From an optimization exercise on the open Yosys and OpenROAD flow, aimed at small area; shortcuts taken in it are not production practice.
At most, simulation tests tie the RTL to the original design; equivalence was not proved.
Power is estimated from default activity; no workload was simulated.

## the reference run
==> flow/design.v (excerpt) <==
module jump_trajectory_profiler_top #(
    parameter int POS_BITS  = 18,
    parameter int FRAC_BITS = 16,
    localparam int CFG_W    = (POS_BITS > 16) ? POS_BITS : 16
) (
    input  logic                       i_clk,
    input  logic                       i_rst_n,
    input  logic                       i_cfg_wr_en,
    input  logic [2:0]                 i_cfg_addr,
    input  logic [CFG_W-1:0]           i_cfg_wr_data,
    input  logic                       i_in_valid,
    output logic                       o_in_stall,
    input  logic                       i_command,
    input  logic signed [POS_BITS-1:0] i_start_height,
    output logic                       o_out_valid,
    input  logic                       i_out_stall,
    output logic signed [POS_BITS-1:0] o_target_x,
    output logic signed [POS_BITS-1:0] o_target_z,
    output logic [2:0]                 o_phase
);
Size: roughly 850 cells after synthesis, about 240 flip-flops, ~86 I/O pins, ~10000 µm² of cells after synthesis.
clock: 10.0 ns
lec_check: 0
cap_margin: 20
core_margin: 2
core_utilization: 40
slew_margin: 20
standard.sh (not shown) runs the stock make flow with config.mk's settings and CLKGATE_MAP_FILE= SYNTH_SCRIPT=/design/flow/synth_recipe.tcl, a recipe that flattens the netlist after the stock synthesis.
==> flow/flow/run.sh <==
#!/bin/bash
# Standard ORFS layout with three changes that only affect cell sizing:
#  - synthesis maps logic with an area-oriented ABC script (the Yosys steps,
#    and so the registers, are those of the standard synthesis);
#  - port buffers use buf_1;
#  - CTS inserts no dummy loads.
set -euo pipefail
here=$(pwd)
rm -rf "$here/scripts_area"
cp -r "$FLOW_HOME/scripts" "$here/scripts_area"
cp "$here/flow/abc_area.script" "$here/scripts_area/abc_speed.script"
bash standard.sh SCRIPTS_DIR="$here/scripts_area" synth > "$here/flow_synth.log" 2>&1
bash standard.sh \
  BUFFER_PORTS_ARGS="-buffer_cell sky130_fd_sc_hd__buf_1" \
  CTS_ARGS="-sink_clustering_enable -repair_clock_nets -dont_use_dummy_load -sink_clustering_size 30 -sink_clustering_max_diameter 100 -buf_list sky130_fd_sc_hd__clkbuf_16" \
  finish > "$here/flow_finish.log" 2>&1
==> flow/flow/abc_area.script <==
strash
&get -n
&dch
&nf -R 1000
&put
topo
### the reference run -> the trial run
-- flow/design.v --
<<< the reference run, line 111
                 | ({18{s_rh}}   & r_rh);
    assign w_y = {{2{w_y18[17] && s_h}}, w_y18};
    localparam int CS = 13;
    logic [19:0] w_yi, w_sum;
    logic [CS:0] w_cy;
    logic [20:CS] w_c0, w_c1;
    logic [19:CS] w_s0, w_s1;
    assign w_yi  = w_y ^ {20{w_inv}};
    assign w_cy[0] = w_cin;
    assign w_c0[CS] = 1'b0;
    assign w_c1[CS] = 1'b1;
    genvar gi;
    generate
        for (gi = 0; gi < CS; gi++) begin : g_add
            assign w_sum[gi]  = r_a[gi] ^ w_yi[gi] ^ w_cy[gi];
            assign w_cy[gi+1] = (r_a[gi] & w_yi[gi]) | (r_a[gi] & w_cy[gi]) | (w_yi[gi] & w_cy[gi]);
        end
        for (gi = CS; gi < 20; gi++) begin : g_sel
            assign w_s0[gi]   = r_a[gi] ^ w_yi[gi] ^ w_c0[gi];
            assign w_c0[gi+1] = (r_a[gi] & w_yi[gi]) | (r_a[gi] & w_c0[gi]) | (w_yi[gi] & w_c0[gi]);
            assign w_s1[gi]   = r_a[gi] ^ w_yi[gi] ^ w_c1[gi];
            assign w_c1[gi+1] = (r_a[gi] & w_yi[gi]) | (r_a[gi] & w_c1[gi]) | (w_yi[gi] & w_c1[gi]);
        end
    endgenerate
    assign w_sum[19:CS] = w_cy[CS] ? w_s1 : w_s0;
    logic w_neg;
    assign w_neg = w_sum[19];
>>> the trial run, line 111
                 | ({18{s_rh}}   & r_rh);
    assign w_y = {{2{w_y18[17] && s_h}}, w_y18};
    logic [19:0] w_yi, w_sum;
    logic [20:0] w_cy;
    assign w_yi  = w_y ^ {20{w_inv}};
    assign w_cy[0] = w_cin;
    genvar gi;
    generate
        for (gi = 0; gi < 20; gi++) begin : g_add
            assign w_sum[gi]  = r_a[gi] ^ w_yi[gi] ^ w_cy[gi];
            assign w_cy[gi+1] = (r_a[gi] & w_yi[gi]) | (r_a[gi] & w_cy[gi]) | (w_yi[gi] & w_cy[gi]);
        end
    endgenerate
    logic w_neg;
    assign w_neg = w_sum[19];
Findings:
- | the trial run | all stages done | FAIL | setup timing |
- Of the two values seen for leading cell type in the layout, fill and taps excluded, sky130_fd_sc_hd__edfxtp_1 was produced by the trial run and sky130_fd_sc_hd__nand2_1 by the reference run.
- Looking at total met2 wirelength after detailed routing, the trial run sits 380 µm higher than the reference run does.
- Between the reference run and the trial run, the number of vias after detailed routing does not differ in any meaningful way.
- Against the reference run, design area in the trial run rose by a few percent.
- Number of setup violations in the final report for the trial run: 4 up relative to the reference run
- The trial run: final period demand of the worst path higher than the reference run
- For the reference run, the last element of the critical path was r_hz[0], unlike the trial run, where it was r_a[18].
- The trial run -> the reference run: count of input and output buffers delta 0, exact match
- Number of instances in the synthesized netlist for the trial run is lower than for the reference run.
- Summary of the trial run over the reference run: number of synthesized register bits shows no meaningful change, layout filler cell count shows a reduction of 129, fraction of power consumed by the clock network shows an increase of 0.6 points.
- The synthesized area per cell in the trial run was higher than what the reference run gave.
- Post-route met1 wirelength ended up 130 µm higher on the trial run than on the reference run.
For the trial run, only the layout was checked, not whether the RTL still works.

[separate check: timing with driven ports]
The flow's constraints put no driver on any port. The routed layouts listed below were extracted and timed again, unchanged, in two steps. Step 1 (the two cells are an assumption about what drives the block):
set clk [get_ports {i_clk}]
set_driving_cell -lib_cell sky130_fd_sc_hd__clkbuf_16 $clk
set_driving_cell -lib_cell sky130_fd_sc_hd__buf_2 [delete_from_list [all_inputs] $clk]
Step 2 also shifts input and output timing later by t, the mid clock arrival at the registers, as if the neighbouring blocks saw the same clock. Three values: no drivers, after step 1, after step 2; two values: the first two.
| run | t, ns | slack for setup (ns) | worst setup path after step 2 | cell pins on the clock port's net |
|---|---|---|---|---|
| the reference run | 0.513 | 0.515 / 0.515 / 0.515 | register to register | 1 |
| the trial run | 0.500 | -0.144 / -0.144 / -0.144 | register to register | 1 |
